Source: an optimization exercise on an open RTL-to-GDS flow (aim: small area and a short achievable clock period). Production flows keep margins and buffers that such runs may drop.
The RTL was checked by simulation tests, not by an equivalence proof against the original design.
The flow treats the clock pin as an ideal source, which a real chip does not have.

job 8582:
==> flow/design.v <==
package pcpu;
    localparam int REG_XLEN = 32;
    localparam int REG_NUM  = 32;
    typedef logic [4:0] reg_addr_t;
    typedef struct packed {
        logic [31:0] x0,  x1,  x2,  x3,  x4,  x5,  x6,  x7;
        logic [31:0] x8,  x9,  x10, x11, x12, x13, x14, x15;
        logic [31:0] x16, x17, x18, x19, x20, x21, x22, x23;
        logic [31:0] x24, x25, x26, x27, x28, x29, x30, x31;
    } RV32_Regs_t;
endpackage
module regfile_scoreboard #(
    parameter int NREGS = pcpu::REG_NUM
) (
    input  logic             clk,
    input  logic [NREGS-1:1] set,
    input  logic [NREGS-1:1] keep,
    output logic [NREGS-1:0] sb_busy
);
    logic [NREGS-1:1] r_busy;
    always_ff @(posedge clk)
        r_busy <= set | (r_busy & keep);
    assign sb_busy = {r_busy, 1'b0};
endmodule
module regfile_mp #(
    parameter int XLEN  = pcpu::REG_XLEN,
    parameter int NREGS = pcpu::REG_NUM,
    parameter int NRD   = 2,
    parameter int NWR   = 2,
    parameter int AW    = $clog2(NREGS)
) (
    input  logic                   clk,
    input  logic                   rst_n,
    input  logic [NRD-1:0][AW-1:0] rd_addr,
    output logic [NRD-1:0][XLEN-1:0] rd_data,
    output logic [NRD-1:0]         rd_busy,
    input  logic [NWR-1:0]         wr_en,
    input  logic [NWR-1:0][AW-1:0] wr_addr,
    input  logic [NWR-1:0][XLEN-1:0] wr_data,
    input  logic                   sb_set,
    input  logic [AW-1:0]          sb_addr,
    output logic [NREGS-1:0]       sb_busy
);
    localparam int NR = NREGS - 1;    
    logic [NREGS-1:0]         w_sb_busy;
    logic [NRD-1:0][XLEN-1:0] r_rd_data;
    logic [NRD-1:0]           r_rd_busy;
    logic [XLEN-1:0] w_wd0n;
    assign w_wd0n = ~(wr_data[0] & {XLEN{rst_n}});
    logic [NR*XLEN-1:0] w_q;      
    logic [NREGS-1:1]   w_sb_set, w_sb_keep;
    for (genvar k = 0; k < NR; k++) begin : g_reg
        logic w1, w0, s1, s0;
        assign w1 = wr_en[1] && wr_addr[1] == AW'(k+1);
        assign w0 = wr_en[0] && wr_addr[0] == AW'(k+1);
        assign s1 = rst_n && w1;
        assign s0 = !s1 && (!rst_n || w0);
        assign w_sb_set[k+1]  = rst_n && sb_set && sb_addr == AW'(k+1);
        assign w_sb_keep[k+1] = rst_n && !w1 && !w0;
        regfile_word #(.XLEN(XLEN)) u_word (
            .clk   (clk),
            .we    (s1 || s0),
            .s1_n  (!s1),
            .s0    (s0),
            .wd1   (wr_data[1]),
            .wd0_n (w_wd0n),
            .q     (w_q[k*XLEN +: XLEN])
        );
    end
    regfile_scoreboard #(.NREGS(NREGS)) u_sb (
        .clk     (clk),
        .set     (w_sb_set),
        .keep    (w_sb_keep),
        .sb_busy (w_sb_busy)
    );
    for (genvar j = 0; j < NRD; j++) begin : g_rd
        logic          h1, h0, nz, b1, b0, g;
        logic [NR-1:0] sel;
        assign h1 = wr_en[1] && wr_addr[1] == rd_addr[j];
        assign h0 = wr_en[0] && wr_addr[0] == rd_addr[j];
        assign nz = rst_n && rd_addr[j] != '0;
        assign b1 = nz && h1;
        assign b0 = nz && !h1 && h0;
        assign g  = rst_n && !h1 && !h0;
        for (genvar k = 0; k < NR; k++) begin : g_sel
            assign sel[k] = rd_addr[j] == AW'(k+1);
        end
        logic [XLEN-1:0] d;
        for (genvar b = 0; b < XLEN; b++) begin : g_bit
            logic [NR-1:0] col;
            for (genvar k = 0; k < NR; k++) begin : g_col
                assign col[k] = w_q[k*XLEN + b];
            end
            logic nb;
            logic [2:0] q;
            regfile_or31_q u_or  (.sel(sel), .d(col), .g(g), .q(q));
            regfile_aoi22  u_byp (.a1(b1), .a2(wr_data[1][b]), .b1(b0), .b2(wr_data[0][b]), .y(nb));
            regfile_nand4  u_out (.a(q[0]), .b(q[1]), .c(q[2]), .d(nb), .y(d[b]));
        end
        logic busy;
        logic [2:0] busy_q;
        regfile_or31_q u_busy (.sel(sel), .d(w_sb_busy[NREGS-1:1]), .g(g), .q(busy_q));
        regfile_nand3  u_busy_out (.a(busy_q[0]), .b(busy_q[1]), .c(busy_q[2]), .y(busy));
        always_ff @(negedge clk) begin
            r_rd_data[j] <= d;
            r_rd_busy[j] <= busy;
        end
    end
    assign rd_data = r_rd_data;
    assign rd_busy = r_rd_busy;
    assign sb_busy = w_sb_busy;
endmodule
module regfile_or31_q (
    input  logic [30:0] sel,
    input  logic [30:0] d,
    input  logic        g,
    output logic [2:0]  q
);
    logic [10:0] n;
    logic [2:0]  p;
    for (genvar i = 0; i < 10; i++) begin : g_aoi
        regfile_aoi222 u_aoi (
            .a1(sel[3*i]),   .a2(d[3*i]),
            .b1(sel[3*i+1]), .b2(d[3*i+1]),
            .c1(sel[3*i+2]), .c2(d[3*i+2]),
            .y (n[i])
        );
    end
    regfile_nand2 u_n30 (.a(sel[30]), .b(d[30]), .y(n[10]));
    regfile_nand4 u_p0 (.a(n[0]), .b(n[1]), .c(n[2]), .d(n[3]), .y(p[0]));
    regfile_nand4 u_p1 (.a(n[4]), .b(n[5]), .c(n[6]), .d(n[7]), .y(p[1]));
    regfile_nand3 u_p2 (.a(n[8]), .b(n[9]), .c(n[10]), .y(p[2]));
    for (genvar i = 0; i < 3; i++) begin : g_q
        regfile_nand2 u_q (.a(p[i]), .b(g), .y(q[i]));
    end
endmodule
module regfile_aoi222 (
    input  logic a1, a2, b1, b2, c1, c2,
    output logic y
);
    assign y = !((a1 && a2) || (b1 && b2) || (c1 && c2));
endmodule
module regfile_aoi22 (
    input  logic a1, a2, b1, b2,
    output logic y
);
    assign y = !((a1 && a2) || (b1 && b2));
endmodule
module regfile_nand2 (
    input  logic a, b,
    output logic y
);
    assign y = !(a && b);
endmodule
module regfile_nand3 (
    input  logic a, b, c,
    output logic y
);
    assign y = !(a && b && c);
endmodule
module regfile_nand4 (
    input  logic a, b, c, d,
    output logic y
);
    assign y = !(a && b && c && d);
endmodule
module regfile_word #(
    parameter int XLEN = 32
) (
    input  logic            clk,
    input  logic            we,
    input  logic            s1_n,
    input  logic            s0,
    input  logic [XLEN-1:0] wd1,
    input  logic [XLEN-1:0] wd0_n,
    output logic [XLEN-1:0] q
);
    logic [XLEN-1:0] y, d;
    for (genvar b = 0; b < XLEN; b++) begin : g_bit
        regfile_oai22 u_y (.a1(q[b]), .a2(we), .b1(wd1[b]), .b2(s1_n), .y(y[b]));
        regfile_aoi21 u_d (.a1(wd0_n[b]), .a2(s0), .b1(y[b]), .y(d[b]));
    end
    always_ff @(posedge clk)
        q <= d;
endmodule
module regfile_oai22 (
    input  logic a1, a2, b1, b2,
    output logic y
);
    assign y = !((a1 || a2) && (b1 || b2));
endmodule
module regfile_aoi21 (
    input  logic a1, a2, b1,
    output logic y
);
    assign y = !((a1 && a2) || b1);
endmodule
export LEC_CHECK = 0
export CAP_MARGIN = 20
export CORE_MARGIN = 2
export CORE_UTILIZATION = 40
export SETUP_SLACK_MARGIN = 1.6
export SLEW_MARGIN = 20
export SYNTH_HIERARCHICAL = 1
export TNS_END_PERCENT = 5
create_clock -name core_clock -period 10.0 [get_ports {clk}]
standard.sh (not shown) runs the stock make flow with config.mk's settings and CLKGATE_MAP_FILE= SYNTH_SCRIPT=/design/flow/synth_recipe.tcl, a recipe that flattens the netlist after the stock synthesis.
==> flow/flow/run.sh <==
#!/bin/bash
# Standard ORFS layout (the standard.sh, standard synthesis unchanged) with:
#  - port buffers from the plain buf family (sizable by repair) instead of the
#    default delay-buffer cell;
#  - before CTS (flow/pre_cts.tcl), stronger drive on the falling-edge read
#    registers and the output buffers they feed, and a timing repair of the
#    read paths' shared logic (decode, select and bypass fanout);
#  - after floorplan (flow/post_floorplan.tcl), the _1 size for the gates that
#    only drive a storage flip-flop;
#  - clock tree from clkbuf_8 cells in small sink clusters, without dummy loads.
# ORFS writes each step's full log under orfs/logs/; make's own output goes to flow.log.
set -euo pipefail
here=$(pwd)
bash standard.sh \
  "BUFFER_PORTS_ARGS=-buffer_cell sky130_fd_sc_hd__buf_2" \
  "POST_FLOORPLAN_TCL=$here/flow/post_floorplan.tcl" \
  "PRE_CTS_TCL=$here/flow/pre_cts.tcl" \
  "CTS_ARGS=-sink_clustering_enable -repair_clock_nets -dont_use_dummy_load -buf_list sky130_fd_sc_hd__clkbuf_8 -sink_clustering_size 14 -sink_clustering_max_diameter 60" \
  finish > flow.log 2>&1
==> flow/flow/post_floorplan.tcl <==
# Synthesis maps the storage bits' AOI21 gates to the _2 drive strength; each only
# drives its own flip-flop's D pin, so use the _1 size there.
set n 0
foreach inst [get_cells -filter "ref_name==sky130_fd_sc_hd__a21oi_2"] {
  set out [get_pins -of_objects $inst -filter "direction==output"]
  set loads [get_pins -of_objects [get_nets -of_objects $out] -filter "direction==input"]
  if {[llength $loads] == 1 && [string match "*__dfxtp_*" [get_property [get_cells -of_objects $loads] ref_name]]} {
    replace_cell $inst sky130_fd_sc_hd__a21oi_1
    incr n
  }
}
puts "post_floorplan: resized $n flip-flop input gates to a21oi_1"
# Likewise the bypass AOI22 gates of the read bits (each drives one gate).
set n 0
foreach inst [get_cells -filter "ref_name==sky130_fd_sc_hd__a22oi_2"] {
  replace_cell $inst sky130_fd_sc_hd__a22oi_1
  incr n
}
puts "post_floorplan: resized $n gates to a22oi_1"
==> flow/flow/pre_cts.tcl <==
# Output paths run from the falling-edge read registers through the output port
# buffers to rd_data / rd_busy: give those registers and buffers a stronger drive.
set n_ff 0
set n_buf 0
foreach port [get_ports {rd_data[*] rd_busy[*]}] {
  foreach pin [get_pins -of_objects [get_nets [get_full_name $port]] -filter "direction==output"] {
    set buf [get_cells -of_objects $pin]
    if {[string match "*__buf_*" [get_property $buf ref_name]]} {
      replace_cell $buf sky130_fd_sc_hd__buf_4
      incr n_buf
    }
    foreach in [get_pins -of_objects $buf -filter "direction==input"] {
      foreach dpin [get_pins -of_objects [get_nets -of_objects $in] -filter "direction==output"] {
        set ff [get_cells -of_objects $dpin]
        if {[string match "*__dfxtp_*" [get_property $ff ref_name]]} {
          replace_cell $ff sky130_fd_sc_hd__dfxtp_4
          incr n_ff
        }
      }
    }
  }
}
puts "pre_cts: resized $n_buf output buffers and $n_ff output registers"
# Read paths: the shared logic (input buffers, address decode, select and bypass
# fanout) sets their delay; let repair work on it, holding as they are the gates
# that drive a single load and are fed only by low-fanout nets (the inner part
# of the per-bit read trees, and the registers).
estimate_parasitics -placement
set held {}
foreach inst [get_cells *] {
  set outs [get_pins -of_objects $inst -filter "direction==output"]
  if {[llength $outs] != 1} continue
  set loads [get_pins -quiet -of_objects [get_nets -of_objects $outs] -filter "direction==input"]
  if {[llength $loads] > 1} continue
  set fed_wide 0
  foreach in [get_pins -of_objects $inst -filter "direction==input"] {
    set net [get_nets -quiet -of_objects $in]
    if {$net eq ""} continue
    if {[llength [get_pins -quiet -of_objects $net -filter "direction==input"]] > 2} { set fed_wide 1; break }
  }
  if {!$fed_wide} { lappend held $inst }
}
puts "pre_cts: holding [llength $held] cells"
set_dont_touch $held
report_worst_slack -max
repair_timing -setup -setup_margin 1.0 -repair_tns 100 -skip_last_gasp
report_worst_slack -max
unset_dont_touch $held
[inputs] job 9435 vs job 8582
-- flow/flow/pre_cts.tcl --
<<< job 8582, line 46
repair_timing -setup -setup_margin 1.0 -repair_tns 100 -skip_last_gasp
>>> job 9435, line 46
repair_timing -setup -setup_margin 1.08 -repair_tns 100 -skip_last_gasp
Results
Status(job 9435) = ERROR, stage = final report
Job 8582: done, clean on timing, DRC and antenna
On met3 track utilization from global routing: between job 9435 and job 8582, it ends up lower for job 8582.
Taking job 8582 as the reference point, the initial DRC count of job 9435 falls by 192.
Job 8582 and job 9435 ended up with roughly the same via count.
Taking job 8582 as the reference, in job 9435 total detailed-routing wirelength has remained practically unchanged; overall global routing resource usage comparable.
## Diff of input files: job 320 against job 9435
-- flow/flow/run.sh --
<<< job 9435, line 6
#    registers and the output buffers they feed, and a timing repair of the
#    read paths' shared logic (decode, select and bypass fanout);
>>> job 320, line 6
#    registers and the output buffers they feed;
-- flow/flow/post_floorplan.tcl --
<<< job 9435, line 13
# Likewise the bypass AOI22 gates of the read bits (each drives one gate).
set n 0
foreach inst [get_cells -filter "ref_name==sky130_fd_sc_hd__a22oi_2"] {
  replace_cell $inst sky130_fd_sc_hd__a22oi_1
  incr n
}
puts "post_floorplan: resized $n gates to a22oi_1"
>>> job 320, line 13
==> flow/flow/pre_cts.tcl <==
# Output paths run from the falling-edge read registers through the output port
# buffers to rd_data / rd_busy: give those registers and buffers a stronger drive.
set n_ff 0
set n_buf 0
foreach port [get_ports {rd_data[*] rd_busy[*]}] {
  foreach pin [get_pins -of_objects [get_nets [get_full_name $port]] -filter "direction==output"] {
    set buf [get_cells -of_objects $pin]
    if {[string match "*__buf_*" [get_property $buf ref_name]]} {
      replace_cell $buf sky130_fd_sc_hd__buf_4
      incr n_buf
    }
    foreach in [get_pins -of_objects $buf -filter "direction==input"] {
      foreach dpin [get_pins -of_objects [get_nets -of_objects $in] -filter "direction==output"] {
        set ff [get_cells -of_objects $dpin]
        if {[string match "*__dfxtp_*" [get_property $ff ref_name]]} {
          replace_cell $ff sky130_fd_sc_hd__dfxtp_4
          incr n_ff
        }
      }
    }
  }
}
puts "pre_cts: resized $n_buf output buffers and $n_ff output registers"
==> comparison <==
Job 320 has completed all stages; timing, DRC and antenna checks passed. Comparing job 320 against job 9435, there is no change at all in number of register bits inferred by synthesis. Met1 layer usage reported by global route delta (job 9435 -> job 320): insignificant. Total length of routed wires (job 320 over job 9435): decrease, about 0.4%. As of job 320, placed wire-length estimate after detailed placement had risen slightly compared to job 9435. Summary: with job 9435 as the reference, global-route wire length before repair in job 320 moved down slightly. Number of instances resized during post-cts repair, job 9435 and job 320, lower one = job 320. In terms of number of instances in the placed design, job 320 and job 9435 differ only marginally.
Input changes introduced in job 3744 (baseline for comparison: job 320):
- changing CORE_UTILIZATION from 40 to 50
-- flow/flow/run.sh --
<<< job 320, line 6
#    registers and the output buffers they feed;
>>> job 3744, line 6
#    registers and the output buffers they feed, and a timing repair of the
#    read paths' shared logic (decode, select and bypass fanout);
-- flow/flow/pre_cts.tcl --
<<< job 320, line 24
>>> job 3744, line 24
# Read paths: the shared logic (input buffers, address decode, select and bypass
# fanout) sets their delay; let repair work on it alone, holding every gate that
# drives a single load (the per-bit read trees and the registers) as it is.
estimate_parasitics -placement
set held {}
foreach inst [get_cells *] {
  set outs [get_pins -of_objects $inst -filter "direction==output"]
  if {[llength $outs] != 1} continue
  set loads [get_pins -quiet -of_objects [get_nets -of_objects $outs] -filter "direction==input"]
  if {[llength $loads] <= 1} { lappend held $inst }
}
puts "pre_cts: holding [llength $held] single-load cells"
set_dont_touch $held
report_worst_slack -max
repair_timing -setup -setup_margin 2.2 -repair_tns 100 -skip_last_gasp -skip_buffering
report_worst_slack -max
unset_dont_touch $held
## What came out
- Job 3744 and job 320 ended up with roughly the same average size of a mapped cell.
- Global-route wire length before repair, job 3744 and job 320: higher on job 320
- Job 3744 against job 320: net count after synthesis has remained practically unchanged; TritonCTS buffer count has increased; number of global-route vias before repair has remained practically unchanged.
- Sort job 3744 and job 320 by met3 wire length asc -> top: job 320
- Job 3744 ends up with lower number of iterations in the first detailed-routing pass than job 320 does.
- Job 3744 terminated abnormally: final report reported PSM-0069.
- As far as simple logic cell fraction of the synthesized area goes, job 320 and job 3744 are indistinguishable; the numbers are identical.
- Initial core utilization, job 3744 and job 320: smaller value in job 320
- Looking at met2 capacity usage during global routing, job 3744 sits 11 points above job 320.
- As far as placer congestion estimate is concerned, job 3744 and job 320 perform about the same.
[inputs] job 6513 vs job 3744
- a change of CAP_MARGIN from 20 to 10
- a change of CORE_UTILIZATION from 50 to 40
- a change of SLEW_MARGIN from 20 to 10
-- flow/flow/post_floorplan.tcl --
<<< job 3744, line 13
>>> job 6513, line 13
# Likewise the bypass AOI22 gates of the read bits (each drives one gate).
set n 0
foreach inst [get_cells -filter "ref_name==sky130_fd_sc_hd__a22oi_2"] {
  replace_cell $inst sky130_fd_sc_hd__a22oi_1
  incr n
}
puts "post_floorplan: resized $n gates to a22oi_1"
-- flow/flow/pre_cts.tcl --
<<< job 3744, line 16
          replace_cell $ff sky130_fd_sc_hd__dfxtp_4
>>> job 6513, line 16
          replace_cell $ff sky130_fd_sc_hd__dfxtp_2
<<< job 3744, line 25
# fanout) sets their delay; let repair work on it alone, holding every gate that
# drives a single load (the per-bit read trees and the registers) as it is.
>>> job 6513, line 25
# fanout) sets their delay; let repair work on it, holding as they are the gates
# that drive a single load and are fed only by low-fanout nets (the inner part
# of the per-bit read trees, and the registers).
<<< job 3744, line 33
  if {[llength $loads] <= 1} { lappend held $inst }
>>> job 6513, line 34
  if {[llength $loads] > 1} continue
  set fed_wide 0
  foreach in [get_pins -of_objects $inst -filter "direction==input"] {
    set net [get_nets -quiet -of_objects $in]
    if {$net eq ""} continue
    if {[llength [get_pins -quiet -of_objects $net -filter "direction==input"]] > 2} { set fed_wide 1; break }
  }
  if {!$fed_wide} { lappend held $inst }
<<< job 3744, line 35
puts "pre_cts: holding [llength $held] single-load cells"
>>> job 6513, line 43
puts "pre_cts: holding [llength $held] cells"
<<< job 3744, line 38
repair_timing -setup -setup_margin 2.2 -repair_tns 100 -skip_last_gasp -skip_buffering
>>> job 6513, line 46
repair_timing -setup -setup_margin 1.0 -repair_tns 100 -skip_last_gasp
Notes after the runs:
Job 3744: it failed with a tool error in final report, so there are no final results. Job 6513 finished every stage and its layout cleared the timing, design-rule and antenna checks. Job 6513 vs. job 3744: routed wire length rose by 6100 um, met1 wire length rose by 740 um. On DRC marker count from the first detailed-route iteration: between job 6513 and job 3744, it ends up lower for job 3744. Taking job 3744 as the reference, in job 6513 number of cell rows increased by about 11% relative to the old numbers, first-pass GRT wire length now sits higher.
[inputs] job 2666 vs job 6513
- a change of CAP_MARGIN from 10 to 20
- a change of SLEW_MARGIN from 10 to 20
-- flow/flow/post_floorplan.tcl --
<<< job 6513, line 13
# Likewise the bypass AOI22 gates of the read bits (each drives one gate).
set n 0
foreach inst [get_cells -filter "ref_name==sky130_fd_sc_hd__a22oi_2"] {
  replace_cell $inst sky130_fd_sc_hd__a22oi_1
  incr n
}
puts "post_floorplan: resized $n gates to a22oi_1"
>>> job 2666, line 13
-- flow/flow/pre_cts.tcl --
<<< job 6513, line 16
          replace_cell $ff sky130_fd_sc_hd__dfxtp_2
>>> job 2666, line 16
          replace_cell $ff sky130_fd_sc_hd__dfxtp_4
<<< job 6513, line 25
# fanout) sets their delay; let repair work on it, holding as they are the gates
# that drive a single load and are fed only by low-fanout nets (the inner part
# of the per-bit read trees, and the registers).
>>> job 2666, line 25
# fanout) sets their delay; let repair work on it alone, holding every gate that
# drives a single load (the per-bit read trees and the registers) as it is.
<<< job 6513, line 34
  if {[llength $loads] > 1} continue
  set fed_wide 0
  foreach in [get_pins -of_objects $inst -filter "direction==input"] {
    set net [get_nets -quiet -of_objects $in]
    if {$net eq ""} continue
    if {[llength [get_pins -quiet -of_objects $net -filter "direction==input"]] > 2} { set fed_wide 1; break }
  }
  if {!$fed_wide} { lappend held $inst }
>>> job 2666, line 33
  if {[llength $loads] <= 1} { lappend held $inst }
<<< job 6513, line 43
puts "pre_cts: holding [llength $held] cells"
>>> job 2666, line 35
puts "pre_cts: holding [llength $held] single-load cells"
<<< job 6513, line 46
repair_timing -setup -setup_margin 1.0 -repair_tns 100 -skip_last_gasp
>>> job 2666, line 38
repair_timing -setup -setup_margin 2.2 -repair_tns 100 -skip_last_gasp -skip_buffering
### Flow results
- Job 2666: done, clean on timing, DRC and antenna
- Summary of job 2666 over job 6513: number of multi-input combinational cells in the layout neither gained nor lost much, via count lost about 0.9%, total wirelength of the detailed-routed design lost 1.3%, filler-free cell count of the finished design lost 0.41%.
- Side by side, count of plain and timing-repair buffers in the layout turned out lower in job 2666 than in job 6513.
- Job 6513 → job 2666: number of buffers added by the clock tree synthesis step rose by 1, worst setup slack fell by 0.075 ns.
